This design comes from an exercise in tuning for small area and a short achievable clock period on the open sky130 flow, not from production work.
Only simulation tests tie the RTL to the original design; equivalence was not proved.

==> flow/design.v (excerpt) <==
module float_accum_multi #(
  parameter int unsigned EXP_W    = 8,
  parameter int unsigned MAN_W    = 23,
  parameter int unsigned GUARD_W  = 8,
  parameter int unsigned STRIDE_W = 16,
  parameter int unsigned DELAY_W  = 7,
  localparam int unsigned DATA_W  = 1 + EXP_W + MAN_W
) (
  input  logic                clk,
  input  logic                rst_n,
  input  logic                run,
  input  logic                running,
  input  logic [STRIDE_W-1:0] strideMinusOne,
  input  logic [DELAY_W-1:0]  delay0,
  input  logic [1:0]          mode,
  input  logic [DATA_W-1:0]   in0,
  output logic [DATA_W-1:0]   out0,
  output logic                done
);
Size: about 94 I/O pins, about 48000 sq um of cells after synthesis.
clock: 10.0 ns
lec_check: 0
cap_margin: 30
core_margin: 2
core_utilization: 35
place_density: 0.5
setup_slack_margin: 5
slew_margin: 20
tns_end_percent: 0
run.sh (not shown) runs the stock make flow with config.mk's settings and CLKGATE_MAP_FILE= SYNTH_SCRIPT=/design/flow/synth_recipe.tcl, a recipe that flattens the netlist after the stock synthesis.
The starting point passed the timing, design-rule and antenna checks.
Next try:
--- a/flow/design.v
+++ b/flow/design.v
@@ -219,27 +219,27 @@
     end else if (v1) begin
       clr <= 1'b0;
       wmm <= mm1;
       flg <= start1 ? fl1 : (flg | fl1);
     end
   end
   logic            sg;
   logic [NBLK-1:0] bor, nz, oh;
   logic [7:0]      gn [NBLK];   
   logic [7:0]      g8, gl;      
   logic [63:0]     win;
-  logic [31:0]     top, above;
+  logic [31:0]     top;
   logic [3:0]      tg;
   logic [4:0]      fine;
   logic [3:0]      bidx;
-  logic            los, wst;
+  logic            los, cst;
   logic [55:0]     w8;
   assign sg = acc[ACC_W-1];
   always_comb begin
     for (int k = 0; k < NBLK; k++) begin
       for (int g = 0; g < 8; g++)
         gn[k][g] = sg ? ~&acc[32*k + 4*g +: 4] : |acc[32*k + 4*g +: 4];
       bor[k] = |acc[32*k +: 32];
     end
     gn[0][6] = 1'b1;
     for (int k = 0; k < NBLK; k++) nz[k] = |gn[k];
     for (int k = 0; k < NBLK; k++) begin
@@ -265,107 +265,101 @@
       gl[g] = g8[g];
       for (int j = g + 1; j < 8; j++) if (g8[j]) gl[g] = 1'b0;
     end
     tg = '0;
     fine[4:2] = '0;
     for (int g = 0; g < 8; g++)
       if (gl[g]) begin
         tg        = top[4*g +: 4];
         fine[4:2] = 3'(g);
       end
     fine[1:0] = tg[3] ? 2'd3 : tg[2] ? 2'd2 : tg[1] ? 2'd1 : 2'd0;
-    above[31] = 1'b0;
-    for (int i = 30; i >= 0; i--) above[i] = above[i+1] | top[i+1];
-    wst = |win[7:0];
-    for (int j = 0; j < 31; j++) if (above[j] && win[j+8]) wst = 1'b1;
   end
   logic [31:0] w32;
+  logic [2:0]  ob;
   assign w8  = win[63:8] ^ {56{sg}};
   assign w32 = 32'(w8 >> {fine[4:3], 3'd0});
+  always_comb
+    for (int i = 0; i < 3; i++) ob[i] = |win[8*i + 8 +: 8];
+  assign cst = los | |win[7:0] | (ob[0] & |fine[4:3]) | (ob[1] & fine[4]) | (ob[2] & &fine[4:3]);
   logic        nanr, spec_d, sgm;
   assign nanr   = flg[2] | (flg[1] & flg[0]);
   assign spec_d = clr | |flg;
   assign sgm    = m[31] & |m[30:0];
   logic        sgn_d, st_d;
   logic [8:0]  q_d;
   logic [31:0] w_d;
   always_comb begin
     if (wmm) begin
       sgn_d = sgm;
       q_d   = {1'b0, m[30:23]} + 9'd24;
       w_d   = 32'({1'b0, m[22:0], 1'b0}) << m[25:23];    
       st_d  = 1'b1;
     end else begin
       sgn_d = sg;
       q_d   = {bidx, fine};
       w_d   = w32;
-      st_d  = los | wst;
+      st_d  = cst;
     end
   end
   localparam int unsigned R_W = 1 + 9 + 32 + 1 + 1 + 4;
   logic [R_W-1:0] r_q, r_d;
   logic           sgn3, st3, mm3, spec3, spec_s3, spec_e3, spec_n3, last3;
   logic [8:0]     q3;
   logic [31:0]    w3;
   assign r_d = (v1 & start1)
              ? {sgn_d, q_d, w_d, st_d, wmm, spec_d, ~clr, ~clr & nanr, ~clr & ~nanr & flg[0]}
              : r_q;
   always_ff @(posedge clk) begin
     r_q <= r_d;
     if (running) {sgn3, q3, w3, st3, mm3, spec3, spec_e3, spec_n3, spec_s3} <= r_d;
   end
   always_ff @(posedge clk or negedge rst_n) begin
     if (!rst_n)       last3 <= 1'b0;
     else if (running) last3 <= pst1;
   end
   logic [2:0]  sh;
   logic [31:0] ws;
   logic [24:0] fld;
-  logic        c1, ci, tie, cout, hid, lo1s, lo_all;
+  logic        c1, ci, tie, cout, hid;
   logic [23:0] tt;
   logic [7:0]  all23, all24;
   logic        a23, a24;
-  logic [11:0] lo_inc, hi_inc;
-  logic [11:0] lo_pre, hi_pre;
+  logic [22:0] tt_inc;
   logic [22:0] man;
   logic [7:0]  e0v, m1, m2, ex;
   logic        ovf;
   logic [31:0] res;
   assign sh  = q3[2:0];
   assign ws  = w3 >> sh;
   assign fld = ws[24:0];
-  assign c1  = sgn3 & ~st3;
+  logic [6:0] msk;
+  logic       st;
+  assign msk = 7'((8'd1 << sh) - 8'd1);
+  assign st  = st3 | (sgn3 ? ~&(w3[6:0] | ~msk) : |(w3[6:0] & msk));
+  assign c1  = sgn3 & ~st;
   assign ci  = c1 | fld[0];
-  assign tie = (fld[0] ^ c1) & ~st3;
+  assign tie = (fld[0] ^ c1) & ~st;
   assign tt  = fld[24:1];
   always_comb begin
     for (int k = 0; k < 8; k++) begin
       all23[k] = &w3[k+1 +: 23];
       all24[k] = &w3[k+1 +: 24];
     end
   end
   assign a23 = all23[sh];
   assign a24 = all24[sh];
   assign cout = ci & a24;
   assign hid  = tt[23] ^ (ci & a23);
-  always_comb begin
-    lo_pre[0] = 1'b1;
-    for (int i = 1; i < 12; i++) lo_pre[i] = lo_pre[i-1] & tt[i-1];
-    hi_pre[0] = 1'b1;
-    for (int i = 1; i < 11; i++) hi_pre[i] = hi_pre[i-1] & tt[12+i-1];
-    hi_pre[11] = 1'b0;
-  end
-  assign lo_all = &tt[11:0];
-  assign lo_inc = tt[11:0] ^ ({12{ci}} & lo_pre);
-  assign hi_inc = {1'b0, tt[22:12]} ^ ({12{ci & lo_all}} & hi_pre);
-  assign man    = {hi_inc[10:0], lo_inc[11:1], lo_inc[0] & ~tie};
+  assign tt_inc = tt[22:0] + 23'd1;
+  assign man    = ci ? {tt_inc[22:1], tt_inc[0] & ~tie} : tt[22:0];
   assign e0v = 8'(q3 - 9'd24);
   assign m1  = e0v ^ (e0v + 8'd1);
   assign m2  = e0v ^ (e0v + 8'd2);
   assign ex  = e0v ^ ({8{hid}} & m1) ^ ({8{cout}} & m2);
   assign ovf = ~mm3 & (q3 >= 9'd278);
   assign res = spec3 ? {spec_s3, {8{spec_e3}}, spec_n3, 22'd0}
              : ovf   ? {sgn3, 8'hFF, 23'd0}
              :         {sgn3, ex, man};
   always_ff @(posedge clk) begin
     if (running) out0 <= res;
   end
Cell count falls by about 0.5%.
Die area fell by about 1.3%.
Area after synthesis decreases by 1.3%.
Cell area decreases by 1.6%.
Core utilization drops by 0.42 points.
Maximum frequency fell by about 2.4%.
First-iteration DRC count fell by about 17%.

-- what the ideal ports hide --
The results above use ideal ports. As a check the final layouts listed here were re-extracted and re-timed, cells and wires unchanged.
Step 1 (the two cells are an assumption about what drives the block):
set clk [get_ports {clk}]
set_driving_cell -lib_cell sky130_fd_sc_hd__clkbuf_16 $clk
set_driving_cell -lib_cell sky130_fd_sc_hd__buf_2 [delete_from_list [all_inputs] $clk]
Step 2 times the ports against the registers' clock, not the clock port: input delays grow and output delays shrink by t, the midpoint of the rising clock arrivals with the driver on.
a / b / c = ideal ports / drivers / drivers and shift; a / b = the first two.
run | t, ns | setup WS [ns] | hold slack, ns | worst setup path at the end | clock arrival spread, ns
the first run | 0.781 | 4.712 / 4.712 / 4.710 | 0.447 / 0.447 / 0.447 | input to register | 0.058 / 0.058
the second run | 0.768 | 4.585 / 4.585 / 4.320 | 0.444 / 0.444 / 0.444 | input to register | 0.029 / 0.029
After both steps every run listed still meets setup and hold. For the second run, which loses most, drivers alone change the setup slack by 0.000 ns; drivers and shift together by -0.265 ns.
